This design comes from an exercise in tuning for small area, a short achievable clock period and few clock cycles per item on the open sky130 flow, not from production work. RTL that was checked went through simulation tests only; none was proved equivalent to the original. Power and IR drop assume default switching activity.

## axi_wr_slave
module axi_wr_slave (
    input  wire logic                  clk,
    input  wire logic                  rst_n,
    input  wire axi_wr_pkg::aw_cmd_t   aw,
    input  wire logic                  aw_valid,
    output logic                       aw_ready,
    input  wire axi_wr_pkg::w_beat_t   w,
    input  wire logic                  w_valid,
    output logic                       w_ready,
    output axi_wr_pkg::b_resp_t        b,
    output logic                       b_valid,
    input  wire logic                  b_ready,
    output axi_wr_pkg::mem_wr_t        mem,
    output logic                       mem_we,
    input  wire logic                  mem_ready
);
export LEC_CHECK = 0
export CAP_MARGIN = 20
export CORE_MARGIN = 2
export CORE_UTILIZATION = 40
export SETUP_SLACK_MARGIN = 2.5
export SLEW_MARGIN = 20
create_clock -name core_clock -period 5.5 [get_ports {clk}]
standard.sh (not shown) runs the stock make flow with config.mk's settings and CLKGATE_MAP_FILE= SYNTH_SCRIPT=/design/flow/synth_recipe.tcl, a recipe that flattens the netlist after the stock synthesis.
==> flow/flow/run.sh <==
#!/bin/bash
export BUFFER_PORTS_ARGS="-buffer_cell sky130_fd_sc_hd__buf_2"
bash standard.sh > standard.log 2>&1
Rerun with:
==> flow/flow/run.sh (replaced) <==
#!/bin/bash
export BUFFER_PORTS_ARGS="-buffer_cell sky130_fd_sc_hd__buf_1"
bash standard.sh > standard.log 2>&1
--- a/flow/config.mk
+++ b/flow/config.mk
@@ -7,2 +7,3 @@
 export LEC_CHECK = 0
+export ABC_AREA = 1
 export CAP_MARGIN = 20
Clock power is lower by about 4%.
First-iteration DRC count is higher by 110%.
Design area is lower by about 5%.
Utilization is lower by 2.3 points.
Worst setup slack is better by 21 ps.
Clock-buffer cell count stays the same.
Die area is higher by 0.80%.
Cell count is higher by 16%.
Sequential power is lower by about 11%.
Fmax is higher by about 0.7%.
Rerun with:
==> flow/flow/run.sh (replaced) <==
#!/bin/bash
export BUFFER_PORTS_ARGS="-buffer_cell sky130_fd_sc_hd__buf_2"
bash standard.sh > standard.log 2>&1
--- a/flow/config.mk
+++ b/flow/config.mk
@@ -7,3 +7,2 @@
 export LEC_CHECK = 0
-export ABC_AREA = 1
 export CAP_MARGIN = 20
@@ -11,3 +10,3 @@
 export CORE_UTILIZATION = 40
-export SETUP_SLACK_MARGIN = 2.5
+export SETUP_SLACK_MARGIN = 2.7
 export SLEW_MARGIN = 20
=>
- The new run finished clean
- clock-buffer cell count does not change
- final area went up by 13%
- first-iteration DRC count went down by 22%
- power went up by 30%
- routed wire length went up by 15%
Function was not checked in any run of this note: the RTL went through the layout flow alone.


Another version of the RTL of axi_wr_slave (not shown whole).
Size: roughly 250 cells after synthesis, roughly 31 flip-flops, ~0.0024 sq mm of cells after synthesis.
==> flow/config.mk <==
export PLATFORM = sky130hd
export DESIGN_NAME = axi_wr_slave
export DESIGN_NICKNAME = axi_wr_slave
export VERILOG_FILES = /design/flow/design.v
export SDC_FILE = /design/flow/constraint.sdc
export NUM_CORES = 4
export LEC_CHECK = 0
export CAP_MARGIN = 20
export CORE_MARGIN = 2
export CORE_UTILIZATION = 40
export SETUP_SLACK_MARGIN = 2.8
export SLEW_MARGIN = 20
==> flow/constraint.sdc <==
create_clock -name core_clock -period 5.5 [get_ports {clk}]
set_input_delay 1.1000 -clock core_clock [delete_from_list [all_inputs] [get_ports {clk}]]
set_output_delay 1.1000 -clock core_clock [all_outputs]
set_load 0.01 [all_outputs]
==> flow/flow/run.sh <==
#!/bin/bash
export BUFFER_PORTS_ARGS="-buffer_cell sky130_fd_sc_hd__buf_2"
bash standard.sh > standard.log 2>&1
Edit:
CORE_UTILIZATION = 60   (was 40)
Effect: The new run produced a clean layout. Cell area goes up by a few percent. Combinational power increases by a few percent. Die area is lower by a quarter to a third. Setup slack is about the same. Sequential cell count is unchanged. Wire length grows by a quarter to a third. Via count went up by roughly a tenth. Total power grows by about a fifth. Worst hold slack improved by 0.0069 ns. Non-clock buffer count rose by 15. Utilization climbs by 27 points.
No functional check of the RTL was part of any run of this note.


== run A ==
The RTL this note starts from:
==> flow/design.v <==
`default_nettype none
package axi_wr_pkg;
    localparam int ADDR_W   = 32;
    localparam int DATA_W   = 32;
    localparam int STRB_W   = DATA_W / 8;
    localparam int ID_W     = 4;
    localparam int LEN_W    = 8;
    localparam int SIZE_W   = 3;
    localparam int MAX_SIZE = 2;
    localparam int PAGE_BIT = 12;
    localparam int AW_DEPTH = 4;
    localparam int W_DEPTH  = 16;
    localparam int B_DEPTH  = 4;
    localparam int AW_W  = ID_W + ADDR_W + LEN_W + SIZE_W + 2;
    localparam int W_W   = DATA_W + STRB_W + 1;
    localparam int B_W   = ID_W + 2;
    localparam int MEM_W = ID_W + ADDR_W + DATA_W + STRB_W + 1;
    typedef enum logic [1:0] {
        FIXED = 2'b00,
        INCR  = 2'b01,
        WRAP  = 2'b10,
        RSVD  = 2'b11
    } burst_e;
    typedef enum logic [1:0] {
        OKAY   = 2'b00,
        SLVERR = 2'b10
    } resp_e;
    typedef struct packed {
        logic [ID_W-1:0]   id;
        logic [ADDR_W-1:0] addr;
        logic [LEN_W-1:0]  len;
        logic [SIZE_W-1:0] size;
        burst_e            burst;
    } aw_cmd_t;
    typedef struct packed {
        logic [DATA_W-1:0] data;
        logic [STRB_W-1:0] strb;
        logic              last;
    } w_beat_t;
    typedef struct packed {
        logic [ID_W-1:0] id;
        resp_e           resp;
    } b_resp_t;
    typedef struct packed {
        logic [ID_W-1:0]   id;
        logic [ADDR_W-1:0] addr;
        logic [DATA_W-1:0] data;
        logic [STRB_W-1:0] strb;
        logic              last;
    } mem_wr_t;
endpackage
`default_nettype wire
`timescale 1ns/1ps
`default_nettype none
module sync_fifo #(
    parameter int WIDTH = 8,
    parameter int DEPTH = 4
) (
    input  wire logic             clk,
    input  wire logic             rst_n,
    input  wire logic             push,
    input  wire logic [WIDTH-1:0] din,
    output logic                  full,
    input  wire logic             pop,
    output logic      [WIDTH-1:0] dout,
    output logic                  empty
);
    logic [WIDTH-1:0]           mem [DEPTH];
    logic [$clog2(DEPTH)-1:0]   wr_ptr;
    logic [$clog2(DEPTH)-1:0]   rd_ptr;
    logic [$clog2(DEPTH+1)-1:0] count;
    logic                       do_push;
    logic                       do_pop;
    assign do_push = push && !full;
    assign do_pop  = pop && !empty;
    assign full  = (count == DEPTH);
    assign empty = (count == '0);
    assign dout  = mem[rd_ptr];
    always_ff @(posedge clk) begin
        if (do_push) begin
            mem[wr_ptr] <= din;
        end
    end
    always_ff @(posedge clk or negedge rst_n) begin
        if (!rst_n) begin
            wr_ptr <= '0;
            rd_ptr <= '0;
            count  <= '0;
        end else begin
            if (do_push) begin
                wr_ptr <= (wr_ptr == DEPTH - 1) ? '0 : wr_ptr + 1'b1;
            end
            if (do_pop) begin
                rd_ptr <= (rd_ptr == DEPTH - 1) ? '0 : rd_ptr + 1'b1;
            end
            case ({do_push, do_pop})
                2'b10:   count <= count + 1'b1;
                2'b01:   count <= count - 1'b1;
                default: count <= count;
            endcase
        end
    end
endmodule
`default_nettype wire
`timescale 1ns/1ps
`default_nettype none
module aw_decode (
    input  wire logic [axi_wr_pkg::SIZE_W-1:0]    size,
    input  wire logic [1:0]                       burst,
    input  wire logic [axi_wr_pkg::PAGE_BIT-1:0]  cur_addr,
    input  wire logic                             advance,
    output logic      [axi_wr_pkg::PAGE_BIT-1:0]  nxt_addr,
    output logic                                  carry
);
    localparam int PB = axi_wr_pkg::PAGE_BIT;
    logic [PB-1:0] low;      
    logic [PB-1:0] ones;     
    logic [PB:0]   run;      
    logic          step;     
    logic          go;       
    always_comb begin
        low     = '0;
        low[0]  = size[2] || size[1] || size[0];
        low[1]  = size[2] || size[1];
        low[2]  = size[2] || (size[1] && size[0]);
        low[3]  = size[2];
        low[4]  = size[2] && (size[1] || size[0]);
        low[5]  = size[2] && size[1];
        low[6]  = size[2] && size[1] && size[0];
        ones = cur_addr | low;
        run[0] = 1'b1;
        for (int i = 0; i < PB; i++) begin
            run[i+1] = run[i] && ones[i];
        end
        step = (burst != axi_wr_pkg::FIXED);
        carry = step && run[PB];
        go    = advance && !carry;
        for (int i = 0; i < PB; i++) begin
            nxt_addr[i] = !low[i] && (cur_addr[i] ^ (step && go && run[i]));
        end
    end
endmodule
`default_nettype wire
`timescale 1ns/1ps
`default_nettype none
module burst_engine (
    input  wire logic                      clk,
    input  wire logic                      rst_n,
    input  wire axi_wr_pkg::aw_cmd_t       cmd,
    input  wire logic                      cmd_valid,
    output logic                           cmd_ready,
    input  wire axi_wr_pkg::w_beat_t       beat,
    input  wire logic                      beat_valid,
    output logic                           beat_ready,
    output axi_wr_pkg::mem_wr_t            mem,
    output logic                           mem_we,
    input  wire logic                      mem_ready,
    output logic                           resp_valid,
    input  wire logic                      resp_ready
);
    localparam int PB = axi_wr_pkg::PAGE_BIT;
    logic                           burst_q;     
    logic                           resp_q;      
    logic                           first;       
    logic                           last;        
    logic [axi_wr_pkg::LEN_W-1:0]   rem_q;
    logic                           use_cmd_q;
    logic [PB-1:0]                  addr_q;
    logic                           burst_d;
    logic                           resp_d;
    logic                           use_cmd_d;
    logic [PB-1:0]                  cur_addr;
    logic [PB-1:0]                  nxt_addr;
    logic                           carry;
    logic                           issue;
    logic                           wr;
    logic [axi_wr_pkg::LEN_W-1:0]   rem_dec;
    logic [axi_wr_pkg::LEN_W:0]     borrow;
    assign first    = !(burst_q || resp_q);
    assign last     = burst_q && (rem_q == 8'd1);
    assign cur_addr = use_cmd_q ? cmd.addr[PB-1:0] : addr_q;
    aw_decode u_aw_decode (
        .size     (cmd.size),
        .burst    (cmd.burst),
        .cur_addr (cur_addr),
        .advance  (wr),
        .nxt_addr (nxt_addr),
        .carry    (carry)
    );
    assign issue      = beat_valid && (burst_q || (cmd_valid && !resp_q));
    assign mem_we     = rst_n && issue;
    assign wr         = issue && mem_ready;
    assign beat_ready = wr;
    assign resp_valid = resp_q || (last && beat_valid && mem_ready);
    assign cmd_ready  = resp_valid && resp_ready;
    always_comb begin
        mem.id   = cmd.id;
        mem.addr = {cmd.addr[axi_wr_pkg::ADDR_W-1:PB], cur_addr};
        mem.data = beat.data;
        mem.strb = beat.strb;
        mem.last = beat.last;
    end
    always_comb begin
        burst_d = burst_q;
        resp_d  = resp_q;
        if (cmd_ready) begin
            burst_d = 1'b0;
            resp_d  = 1'b0;
        end else if (wr && (first || last)) begin
            burst_d = first && (cmd.len != 8'd0);
            resp_d  = !(first && (cmd.len != 8'd0));
        end
        use_cmd_d = !(burst_d || resp_d) || (first ? carry : use_cmd_q);
    end
    always_ff @(posedge clk or negedge rst_n) begin
        if (!rst_n) begin
            burst_q   <= 1'b0;
            resp_q    <= 1'b0;
            use_cmd_q <= 1'b1;
        end else begin
            burst_q   <= burst_d;
            resp_q    <= resp_d;
            use_cmd_q <= use_cmd_d;
        end
    end
    always_comb begin
        borrow[0] = wr;
        for (int i = 0; i < axi_wr_pkg::LEN_W; i++) begin
            rem_dec[i]  = rem_q[i] ^ borrow[i];
            borrow[i+1] = borrow[i] && !rem_q[i];
        end
    end
    always_ff @(posedge clk) begin
        rem_q  <= first ? cmd.len : rem_dec;
        addr_q <= nxt_addr;
    end
endmodule
`default_nettype wire
`timescale 1ns/1ps
`default_nettype none
module wresp_gen (
    input  wire axi_wr_pkg::aw_cmd_t         cmd,
    output axi_wr_pkg::b_resp_t              b
);
    logic size_err;
    assign size_err = cmd.size[2] || (cmd.size[1] && cmd.size[0]);
    assign b.id     = cmd.id;
    assign b.resp   = size_err ? axi_wr_pkg::SLVERR : axi_wr_pkg::OKAY;
endmodule
`default_nettype wire
`timescale 1ns/1ps
`default_nettype none
module axi_wr_slave (
    input  wire logic                  clk,
    input  wire logic                  rst_n,
    input  wire axi_wr_pkg::aw_cmd_t   aw,
    input  wire logic                  aw_valid,
    output logic                       aw_ready,
    input  wire axi_wr_pkg::w_beat_t   w,
    input  wire logic                  w_valid,
    output logic                       w_ready,
    output axi_wr_pkg::b_resp_t        b,
    output logic                       b_valid,
    input  wire logic                  b_ready,
    output axi_wr_pkg::mem_wr_t        mem,
    output logic                       mem_we,
    input  wire logic                  mem_ready
);
    burst_engine u_burst_engine (
        .clk        (clk),
        .rst_n      (rst_n),
        .cmd        (aw),
        .cmd_valid  (aw_valid),
        .cmd_ready  (aw_ready),
        .beat       (w),
        .beat_valid (w_valid),
        .beat_ready (w_ready),
        .mem        (mem),
        .mem_we     (mem_we),
        .mem_ready  (mem_ready),
        .resp_valid (b_valid),
        .resp_ready (b_ready)
    );
    wresp_gen u_wresp_gen (
        .cmd (aw),
        .b   (b)
    );
endmodule
`default_nettype wire
==> flow/config.mk <==
export PLATFORM = sky130hd
export DESIGN_NAME = axi_wr_slave
export DESIGN_NICKNAME = axi_wr_slave
export VERILOG_FILES = /design/flow/design.v
export SDC_FILE = /design/flow/constraint.sdc
export NUM_CORES = 4
export LEC_CHECK = 0
export ABC_AREA = 1
export CAP_MARGIN = 20
export CORE_MARGIN = 2
export CORE_UTILIZATION = 40
export SETUP_SLACK_MARGIN = 2.7
export SLEW_MARGIN = 20
==> flow/constraint.sdc <==
create_clock -name core_clock -period 5.5 [get_ports {clk}]
set_input_delay 1.1000 -clock core_clock [delete_from_list [all_inputs] [get_ports {clk}]]
set_output_delay 1.1000 -clock core_clock [all_outputs]
set_load 0.01 [all_outputs]
==> flow/flow/run.sh <==
#!/bin/bash
# Layout flow: the standard flow, with three changes in how the layout
# is made:
#  - after the standard synthesis, the combinational logic is mapped again
#    by ABC for area (the registers are kept as they are, same cells and
#    names), and the rest of the flow starts from that netlist;
#  - the port buffers are inserted as buf_1 cells instead of the default
#    delay buffers;
#  - timing repair only resizes cells and swaps pins.
# Each tool's output goes to a log file of its own in this folder.
set -euo pipefail

export BUFFER_PORTS_ARGS="-buffer_cell sky130_fd_sc_hd__buf_1"
export SETUP_MOVE_SEQUENCE="sizeup,swap"

RES=orfs/results/${FLOW_PLATFORM}/axi_wr_slave/base
LOGS=orfs/logs/${FLOW_PLATFORM}/axi_wr_slave/base
LIB=${FLOW_HOME}/platforms/${FLOW_PLATFORM}/lib/sky130_fd_sc_hd__tt_025C_1v80.lib
YOSYS=${FLOW_HOME}/../tools/install/yosys/bin/yosys
[[ -x $YOSYS ]] || YOSYS=yosys

# 1. Standard synthesis
bash standard.sh synth > synth.log 2>&1

# 2. Map the combinational logic again, for area
cp $RES/1_2_yosys.v $RES/1_2_yosys_std.v
DONT_USE=$(grep -m1 -o "^abc -script .*" $LOGS/1_2_yosys.log | grep -o -- "-dont_use [^ ]*" | tr '\n' ' ')
cat > reabc.ys <<EOS
read_liberty -ignore_miss_func $LIB
blackbox sky130_fd_sc_hd__*df* sky130_fd_sc_hd__*dl* sky130_fd_sc_hd__conb_1
read_verilog $RES/1_2_yosys_std.v
hierarchy -top ${FLOW_TOP}
flatten
opt -purge
abc -liberty $LIB $DONT_USE
read_liberty -lib -overwrite $LIB
opt_clean -purge
setundef -zero
splitnets
opt_clean -purge
hilomap -singleton -hicell sky130_fd_sc_hd__conb_1 HI -locell sky130_fd_sc_hd__conb_1 LO
insbuf -buf sky130_fd_sc_hd__buf_4 A X
check -assert
stat -liberty $LIB
write_verilog -noattr -nohex -nodec $RES/1_2_yosys.v
EOS
$YOSYS -s reabc.ys > reabc.log 2>&1

# 3. Rebuild the synthesis database from the new netlist, then the rest
rm -f $RES/1_synth.odb
bash standard.sh synth > synth_odb.log 2>&1
bash standard.sh > standard.log 2>&1
Testbench counts of run A, summed over its fixed seeds: cycles 15,030, beats 13,386.
What run B does differently from run A at the input level:
Settings: SETUP_SLACK_MARGIN changed from 2.7 to 2.5; CTS_BUF_LIST newly set to sky130_fd_sc_hd__clkbuf_8; CORE_UTILIZATION changed from 40 to 50.
diff --git a/flow/flow/run.sh b/flow/flow/run.sh
--- a/flow/flow/run.sh
+++ b/flow/flow/run.sh
@@ -4,3 +4,3 @@
 #  - after the standard synthesis, the combinational logic is mapped again
-#    by ABC for area (the registers are kept as they are, same cells and
+#    by ABC with its area-only mapper (the registers are kept as they are, same cells and
 #    names), and the rest of the flow starts from that netlist;
@@ -34,3 +34,3 @@
 opt -purge
-abc -liberty $LIB $DONT_USE
+abc -liberty $LIB $DONT_USE -script +strash;ifraig;dc2;rewrite,-z;refactor,-z;dch,-f;amap
 read_liberty -lib -overwrite $LIB
Results
- Taking run A as the reference, in run B clock skew neither gained nor lost much, portion of total power attributed to the clock network closely matched the old numbers, setup slack lower, minimum setup slack among reg-to-reg paths moved down.
## Diff of input files: run C against run B
Settings: CORE_UTILIZATION changed from 50 to 45; SETUP_SLACK_MARGIN changed from 2.5 to 2.6.
Findings:
Run C reached the end of the flow, and the finished layout is clean on the timing, DRC and antenna checks.
Summary of run C over run B: final cell count up about 0.8%, setup TNS was more or less identical, part of the power in registers fell 0.9 points.
[inputs] run D vs run C
Settings: swapping 45 for 55 in CORE_UTILIZATION.
Results
| number of fillers in the final layout | run D vs run C | 84 lower |
Comparing area share of buffers outside the clock network for run D and run C, the smaller number came from run C.
Summary of run D over run C: global-route usage picked up an extra 4.9 points; number of gates on the worst path with buffers counted decreased by 7 relative to the old numbers; biggest cell delay along the critical path went down by 0.39 ns.
Run D against run C: maximum frequency about even; proportion of layout cells with a drive suffix above 1 fell 1.4 points.
For run E, these inputs were changed with respect to run D:
Settings: CORE_UTILIZATION changed from 55 to 50.
diff --git a/flow/flow/run.sh b/flow/flow/run.sh
--- a/flow/flow/run.sh
+++ b/flow/flow/run.sh
@@ -13,3 +13,3 @@
 export BUFFER_PORTS_ARGS="-buffer_cell sky130_fd_sc_hd__buf_1"
-export SETUP_MOVE_SEQUENCE="sizeup,swap"
+export SETUP_MOVE_SEQUENCE="unbuffer,sizeup,swap,buffer,clone"
 
Results
A end point of the critical path of aw_ready is what run D shows, while mem[46] belongs to run E. Share of total power in sequential cells delta for run E relative to run D: 0.3 points higher. Run E completed; timing, DRC and antenna clean. [diff] time the worst path needs with I/O delays and setup, run E relative to run D: improvement. Diff run D -> run E: power after layout decreased 2.0%, finished layout cell area moved down. Summary of run E over run D: synthesized cell count held, wire length went down 120 microns, maximum frequency from static timing analysis went up 3.0 MHz.
Here is what was changed in the inputs of run F compared with run E.
Settings: swapping 50 for 40 in CORE_UTILIZATION; clearing CTS_BUF_LIST, which used to be sky130_fd_sc_hd__clkbuf_8.
diff --git a/flow/flow/run.sh b/flow/flow/run.sh
--- a/flow/flow/run.sh
+++ b/flow/flow/run.sh
@@ -4,3 +4,3 @@
 #  - after the standard synthesis, the combinational logic is mapped again
-#    by ABC with its area-only mapper (the registers are kept as they are, same cells and
+#    by ABC for area (the registers are kept as they are, same cells and
 #    names), and the rest of the flow starts from that netlist;
@@ -13,3 +13,3 @@
 export BUFFER_PORTS_ARGS="-buffer_cell sky130_fd_sc_hd__buf_1"
-export SETUP_MOVE_SEQUENCE="unbuffer,sizeup,swap,buffer,clone"
+export SETUP_MOVE_SEQUENCE="sizeup,swap"
 
@@ -34,3 +34,3 @@
 opt -purge
-abc -liberty $LIB $DONT_USE -script +strash;ifraig;dc2;rewrite,-z;refactor,-z;dch,-f;amap
+abc -liberty $LIB $DONT_USE
 read_liberty -lib -overwrite $LIB
Findings:
Looking at met3 usage in global routing, run F sits below run E.
| area of the die | higher: run F |
Run E -> run F: clock skew after layout flat
Against run E, run F reports a worst reg2reg path depth that is lower.
Core utilization: run F lower than run E
Launch point of the worst path = w_valid: run F; launch point of the worst path = u_burst_engine.use_cmd_q: run E
Run E consumes more power than run F.

afterwards: timing with drivers on the ports:
No port has a modelled driver above. Below, the same layouts with a new extraction and two added sets of constraints.
Step 1: set_driving_cell puts a clkbuf_16 on clk and a buf_2 on each other input, an assumption about the parent block.
Step 2 times the ports against the registers' clock, not the clock port: input delays grow and output delays shrink by t, the midpoint of the rising clock arrivals with the driver on.
a / b / c = no drivers / after step 1 / after step 2; a / b = the first two.
run	t (ns)	setup WS [ns]	hold WS [ns]	pins driven straight from the clock port
the first run of note 1	0.293	2.580 / 2.561 / 2.487	0.547 / 0.547 / 0.547	1
the second run of note 1	0.290	2.601 / 2.574 / 2.574	0.573 / 0.573 / 0.573	1
the third run of note 1	0.293	2.708 / 2.684 / 2.595	0.570 / 0.570 / 0.570	1
the first run of note 2	0.302	2.581 / 2.537 / 2.537	0.563 / 0.563 / 0.563	1
the second run of note 2	0.308	2.579 / 2.530 / 2.493	0.570 / 0.570 / 0.570	1
run A	0.286	2.668 / 2.645 / 2.491	0.509 / 0.509 / 0.509	1
run B	0.287	2.563 / 2.540 / 2.349	0.496 / 0.496 / 0.496	1
run C	0.285	2.671 / 2.672 / 2.388	0.495 / 0.495 / 0.495	1
run D	0.282	2.663 / 2.637 / 2.416	0.501 / 0.501 / 0.501	1
run E	0.280	2.687 / 2.664 / 2.411	0.498 / 0.498 / 0.498	1
run F	0.286	2.639 / 2.617 / 2.439	0.508 / 0.508 / 0.508	1
After both steps setup and hold are still met in every run listed. For run C, which loses most, drivers alone change the setup slack by +0.001 ns; drivers and shift together by -0.283 ns.
